Source: an optimization exercise on an open RTL-to-GDS flow (aim: small area, a short achievable clock period and few clock cycles). Production flows keep margins and buffers that such runs may drop. Function was checked by simulation only, so behaviour that the tests miss may differ from the original. Power and IR drop assume default switching activity.

before:
## dcache_port
module dcache_port (
    input  logic        clk,
    input  logic        rstn,
    input  logic        req_valid,
    input  logic [63:0] req_address,
    input  logic [63:0] req_value,
    input  logic [1:0]  req_op,
    input  logic [1:0]  req_size,
    input  logic        req_unsigned,
    input  logic [3:0]  req_amo,
    output logic        req_ready,
    output logic        resp_valid,
    output logic [63:0] resp_value,
    output logic        ex_valid,
    output logic        ex_cause,
    output logic [63:0] ex_tval,
    output logic        ar_valid,
    output logic [63:0] ar_addr,
    input  logic        ar_ready,
    input  logic        r_valid,
    input  logic [63:0] r_data,
    output logic        aw_valid,
    output logic [63:0] aw_addr,
    input  logic        aw_ready,
    output logic        w_valid,
    output logic [63:0] w_data,
    output logic [7:0]  w_strb,
    input  logic        w_ready,
    input  logic        b_valid
);
For scale: roughly 220 flip-flops, ~540 I/O pins, about 15,000 um2 of cells after synthesis.
export LEC_CHECK = 0
export CAP_MARGIN = 20
export CORE_MARGIN = 2
export CORE_UTILIZATION = 40
export CTS_BUF_LIST = sky130_fd_sc_hd__clkbuf_8
export SETUP_SLACK_MARGIN = 2.4
export SLEW_MARGIN = 20
export TNS_END_PERCENT = 0
create_clock -name core_clock -period 6.5 [get_ports {clk}]
standard.sh (not shown) runs the stock make flow with config.mk's settings and CLKGATE_MAP_FILE= SYNTH_SCRIPT=/design/flow/synth_recipe.tcl, a recipe that flattens the netlist after the stock synthesis.
==> flow/flow/run.sh <==
#!/bin/bash
set -euo pipefail
bash standard.sh BUFFER_PORTS_ARGS="-buffer_cell sky130_fd_sc_hd__buf_1" finish > make_finish.log 2>&1
Testbench counts of before, summed over its fixed seeds: cycles 15,767.
### before -> after
Settings: swapping 2.4 for 2.2 in SETUP_SLACK_MARGIN.
[summary]
The source of the critical timing path comes out r_data[15] in one run and ld_q$_DFFE_PP_ in the other, namely in before and after respectively.
Reported net switching power went down slightly going from before to after.
Compared with before, in after maximum frequency lower; sum of internal, switching and leakage power lower; slack of the critical path lower.

* * *

== indigo ==
The RTL this note starts from:
==> flow/design.v <==
`timescale 1ns/1ps
`default_nettype none
module dcache_port (
    input  logic        clk,
    input  logic        rstn,
    input  logic        req_valid,
    input  logic [63:0] req_address,
    input  logic [63:0] req_value,
    input  logic [1:0]  req_op,
    input  logic [1:0]  req_size,
    input  logic        req_unsigned,
    input  logic [3:0]  req_amo,
    output logic        req_ready,
    output logic        resp_valid,
    output logic [63:0] resp_value,
    output logic        ex_valid,
    output logic        ex_cause,
    output logic [63:0] ex_tval,
    output logic        ar_valid,
    output logic [63:0] ar_addr,
    input  logic        ar_ready,
    input  logic        r_valid,
    input  logic [63:0] r_data,
    output logic        aw_valid,
    output logic [63:0] aw_addr,
    input  logic        aw_ready,
    output logic        w_valid,
    output logic [63:0] w_data,
    output logic [7:0]  w_strb,
    input  logic        w_ready,
    input  logic        b_valid
);
    logic busy_q;    
    logic ex_q;      
    logic arp_q;     
    logic rw_q;      
    logic awp_q;     
    logic wp_q;      
    logic bw_q;      
    logic calc_q;    
    logic mm_q;      
    logic        ld_q;
    logic [63:0] addr_q;
    logic [63:0] val_q;     
    logic [63:0] old_q;     
    logic [7:0]  o1_q;                   
    logic        f1_q, f2_q, f4_q;       
    logic        sx_q;                   
    logic        sub_q, add_q, kp_q, kg_q, kv_q, sgn_q, max_q;   
    logic        cause_q;
    logic is_load, is_store, misal;
    assign is_load  = req_op == 2'd0;
    assign is_store = req_op == 2'd1;
    always_comb begin
        unique case (req_size)
            2'd0: misal = 1'b0;
            2'd1: misal = req_address[0];
            2'd2: misal = |req_address[1:0];
            default: misal = |req_address[2:0];
        endcase
    end
    logic rdone, done, acc, acc_rd, acc_st, amo_rd;
    assign rdone      = rw_q & r_valid;
    assign amo_rd     = rdone & ~ld_q;
    assign resp_valid = (rdone & ld_q) | (bw_q & b_valid);
    assign done       = resp_valid | ex_q;
    assign req_ready  = ~busy_q | done;
    assign acc        = req_valid & req_ready;
    assign acc_rd     = acc & ~misal & ~is_store;
    assign acc_st     = acc & ~misal & is_store;
    assign ex_valid = ex_q;
    assign ex_cause = cause_q;
    assign ex_tval  = addr_q;
    logic [63:0] addr_out;
    assign addr_out = (arp_q | awp_q) ? addr_q : req_address;
    assign ar_valid = arp_q | acc_rd;
    assign ar_addr  = addr_out;
    assign aw_valid = awp_q | acc_st;
    assign aw_addr  = addr_out;
    logic [7:0]  lb [8];
    logic [7:0]  sg, o1;
    logic        f1, f2, f4;
    logic [7:0]  b0, b1, b2, b3;
    logic        ext;
    logic [63:0] aligned;
    always_comb begin
        for (int k = 0; k < 8; k++) lb[k] = r_data[8*k +: 8];
        o1 = o1_q & {8{rw_q}};
        f1 = f1_q & rw_q;
        f2 = f2_q & rw_q;
        f4 = f4_q & rw_q;
        for (int k = 0; k < 8; k++) begin
            sg[k] = o1[k] & ~f1_q;
            if (k % 2 == 1) sg[k] = sg[k] | (o1[k-1] & f1_q & ~f2_q);
            if (k % 4 == 3) sg[k] = sg[k] | (o1[k-3] & f2_q & ~f4_q);
            sg[k] = sg[k] & sx_q;
        end
        b0 = '0; b1 = '0; b2 = '0; b3 = '0; ext = 1'b0;
        for (int k = 0; k < 8; k++) begin
            b0  |= lb[k] & {8{o1[k]}};
            ext |= lb[k][7] & sg[k];
        end
        for (int k = 0; k < 4; k++) b1 |= lb[2*k+1] & {8{o1[2*k]}};
        for (int k = 0; k < 2; k++) begin
            b2 |= lb[4*k+2] & {8{o1[4*k]}};
            b3 |= lb[4*k+3] & {8{o1[4*k]}};
        end
        aligned[7:0]   = b0;
        aligned[15:8]  = (b1 & {8{f1}}) | {8{ext & ~f1_q}};
        aligned[31:16] = ({b3, b2} & {16{f2}}) | {16{ext & ~f2_q}};
        aligned[63:32] = (r_data[63:32] & {32{f4}}) | {32{ext & ~f4_q}};
    end
    assign resp_value = aligned | (old_q & {64{~rw_q}});
    logic [63:0] wsrc;
    logic [1:0]  wsize;
    logic [2:0]  woff;
    logic [7:0]  strb_base;
    assign wsrc  = ~wp_q ? req_value : mm_q ? old_q : val_q;
    assign wsize = wp_q ? {f2_q, (f1_q & ~f2_q) | f4_q} : req_size;
    assign woff  = wp_q ? addr_q[2:0] : req_address[2:0];
    always_comb begin
        unique case (wsize)
            2'd0: begin w_data = {8{wsrc[7:0]}};  strb_base = 8'h01; end
            2'd1: begin w_data = {4{wsrc[15:0]}}; strb_base = 8'h03; end
            2'd2: begin w_data = {2{wsrc[31:0]}}; strb_base = 8'h0f; end
            default: begin w_data = wsrc;         strb_base = 8'hff; end
        endcase
    end
    assign w_strb  = strb_base << woff;
    assign w_valid = wp_q | acc_st;
    logic        sub, word, lt_u, lt, take_old, is_add, c32, c64;
    logic [63:0] pg_p, pg_g, cy, lres, alu;
    assign sub  = sub_q;
    assign word = f2_q & ~f4_q;
    assign pg_p = old_q ^ val_q;
    assign pg_g = old_q & val_q;
    always_comb begin
        logic [63:0] gg, pp;
        gg = pg_g;
        pp = pg_p;
        gg[0] = pg_g[0] | (pg_p[0] & sub);
        for (int l = 1; l <= 6; l++)
            for (int j = (1 << l) - 1; j < 64; j += (1 << l)) begin
                gg[j] = gg[j] | (pp[j] & gg[j - (1 << (l - 1))]);
                pp[j] = pp[j] & pp[j - (1 << (l - 1))];
            end
        for (int l = 6; l > 0; l--)
            for (int j = (1 << l) + (1 << (l - 1)) - 1; j < 64; j += (1 << l)) begin
                gg[j] = gg[j] | (pp[j] & gg[j - (1 << (l - 1))]);
                pp[j] = pp[j] & pp[j - (1 << (l - 1))];
            end
        cy  = {gg[62:0], sub};
        c64 = gg[63];
    end
    assign c32  = cy[32];
    assign lt_u = word ? ~c32 : ~c64;
    always_comb begin
        logic so, sv;
        so = word ? old_q[31] : old_q[63];
        sv = word ? ~val_q[31] : ~val_q[63];
        lt = (sgn_q & (so ^ sv)) ? so : lt_u;
    end
    assign take_old = lt ^ max_q;
    assign is_add   = add_q;
    always_comb begin
        lres = (pg_p & {64{kp_q}}) | (pg_g & {64{kg_q}}) | (val_q & {64{kv_q}})
             | (~val_q & {64{sub_q}});
    end
    assign alu = is_add ? pg_p ^ cy : lres;
    logic acc_inv, d_add, d_kp, d_kg, d_sgn, d_max;
    assign acc_inv = req_op == 2'd2
                   & (req_amo[3] | (req_amo[2] & req_amo[0]) | (req_amo[2] & req_amo[1]));
    assign d_add   = req_amo == 4'd1;
    assign d_kp    = req_amo == 4'd2 || req_amo == 4'd4;
    assign d_kg    = req_amo == 4'd3 || req_amo == 4'd4;
    assign d_sgn   = req_amo == 4'd5 || req_amo == 4'd6;
    assign d_max   = req_amo == 4'd6 || req_amo == 4'd8;
    always_ff @(posedge clk or negedge rstn) begin
        if (!rstn) begin
            busy_q <= 1'b0;
            ex_q   <= 1'b0;
            arp_q  <= 1'b0;
            rw_q   <= 1'b0;
            awp_q  <= 1'b0;
            wp_q   <= 1'b0;
            bw_q   <= 1'b0;
            calc_q <= 1'b0;
            mm_q   <= 1'b0;
        end else begin
            busy_q <= acc | (busy_q & ~done);
            ex_q   <= acc & misal;
            arp_q  <= ar_valid & ~ar_ready;
            rw_q   <= acc_rd | (rw_q & ~r_valid);
            awp_q  <= (aw_valid & ~aw_ready) | amo_rd;
            wp_q   <= (w_valid & ~w_ready) | calc_q;
            bw_q   <= acc_st | amo_rd | (bw_q & ~b_valid);
            calc_q <= amo_rd;
            if (acc) mm_q <= 1'b0;
            else if (calc_q) mm_q <= sub & take_old;
        end
    end
    always_ff @(posedge clk) begin
        if (acc) begin
            ld_q    <= is_load;
            addr_q  <= req_address;
            o1_q    <= 8'd1 << req_address[2:0];
            f1_q    <= req_size != 2'd0;
            f2_q    <= req_size[1];
            f4_q    <= req_size == 2'd3;
            sx_q    <= ~(req_unsigned & is_load);
            sub_q   <= acc_inv;
            add_q   <= d_add;
            kp_q    <= d_kp;
            kg_q    <= d_kg;
            kv_q    <= ~(acc_inv | d_add | d_kp | d_kg);
            sgn_q   <= d_sgn;
            max_q   <= d_max;
            cause_q <= ~is_load;
        end
        if (acc) val_q <= req_value ^ {64{acc_inv}};
        else if (calc_q) val_q <= alu;
        if (amo_rd) old_q <= aligned;
    end
endmodule
`default_nettype wire
==> flow/config.mk <==
export PLATFORM = sky130hd
export DESIGN_NAME = dcache_port
export DESIGN_NICKNAME = dcache_port
export VERILOG_FILES = /design/flow/design.v
export SDC_FILE = /design/flow/constraint.sdc
export NUM_CORES = 4
export LEC_CHECK = 0
export CAP_MARGIN = 20
export CORE_MARGIN = 2
export CORE_UTILIZATION = 40
export CTS_CLUSTER_DIAMETER = 100
export CTS_CLUSTER_SIZE = 30
export SETUP_SLACK_MARGIN = 2.3
export SLEW_MARGIN = 20
export TNS_END_PERCENT = 0
==> flow/constraint.sdc <==
create_clock -name core_clock -period 6.5 [get_ports {clk}]
set_input_delay 1.3000 -clock core_clock [delete_from_list [all_inputs] [get_ports {clk}]]
set_output_delay 1.3000 -clock core_clock [all_outputs]
set_load 0.01 [all_outputs]
Scripts as last shown in full above: flow/flow/run.sh
indigo reached the end of the flow, and the finished layout is clean on the timing, DRC and antenna checks.
Testbench counts of indigo, summed over its fixed seeds: cycles 15,767.
Input-level comparison between amber and indigo:
Settings: PLACE_DENSITY now 0.75, previously not set.
==> comparison <==
Taking indigo over amber, the wire length on met3 ratio works out to 0.79. Placer congestion estimate, amber vs indigo: up slightly. Fraction of area in multi-input gates down 0.23 points in amber wrt indigo. Re maximum VDD drop: indigo and amber aren't equal, and the lower value belongs to indigo. From indigo to amber the numbers moved as follows: number of standard cells after synthesis has remained practically unchanged; total power increased by 100 uW relative to the old numbers. | fraction of met2 tracks used by global routing | higher: amber |. Relative to indigo, final period demand of the worst path has decreased by 0.039 ns in amber. In the tables for indigo and amber, power consumed by combinational cells reads higher with amber. Diff amber..indigo | average size of a mapped cell | unchanged. Compared to indigo, amber has non-clock buffer area fraction after layout 0.16 points higher.

re-timing with driven ports:
No port has a modelled driver above. Below, the same layouts with a new extraction and two added sets of constraints.
Step 1, drivers: a clkbuf_16 drives clk and a buf_2 each remaining input, both assumed.
Step 2 times the ports against the registers' clock, not the clock port: input delays grow and output delays shrink by t, the midpoint of the rising clock arrivals with the driver on.
Slacks: ideal ports / drivers / drivers and shift; pairs: ideal ports / drivers.
| run | t (ns) | setup slack, ns | worst setup path at the end | slew at the worst register clock pin (ns) |
|---|---|---|---|---|
| before | 0.669 | 2.191 / 2.103 / 2.103 | input to output | 0.07 / 0.07 |
| after | 0.676 | 2.097 / 2.042 / 2.092 | input to output | 0.07 / 0.07 |
| indigo | 0.579 | 2.108 / 2.046 / 2.054 | input to output | 0.11 / 0.11 |
| amber | 0.584 | 2.147 / 2.125 / 2.125 | input to output | 0.12 / 0.12 |
After both steps setup and hold are still met in every run listed. The setup slack of before, which loses most, moves by -0.088 ns with the drivers and by -0.088 ns with both steps.
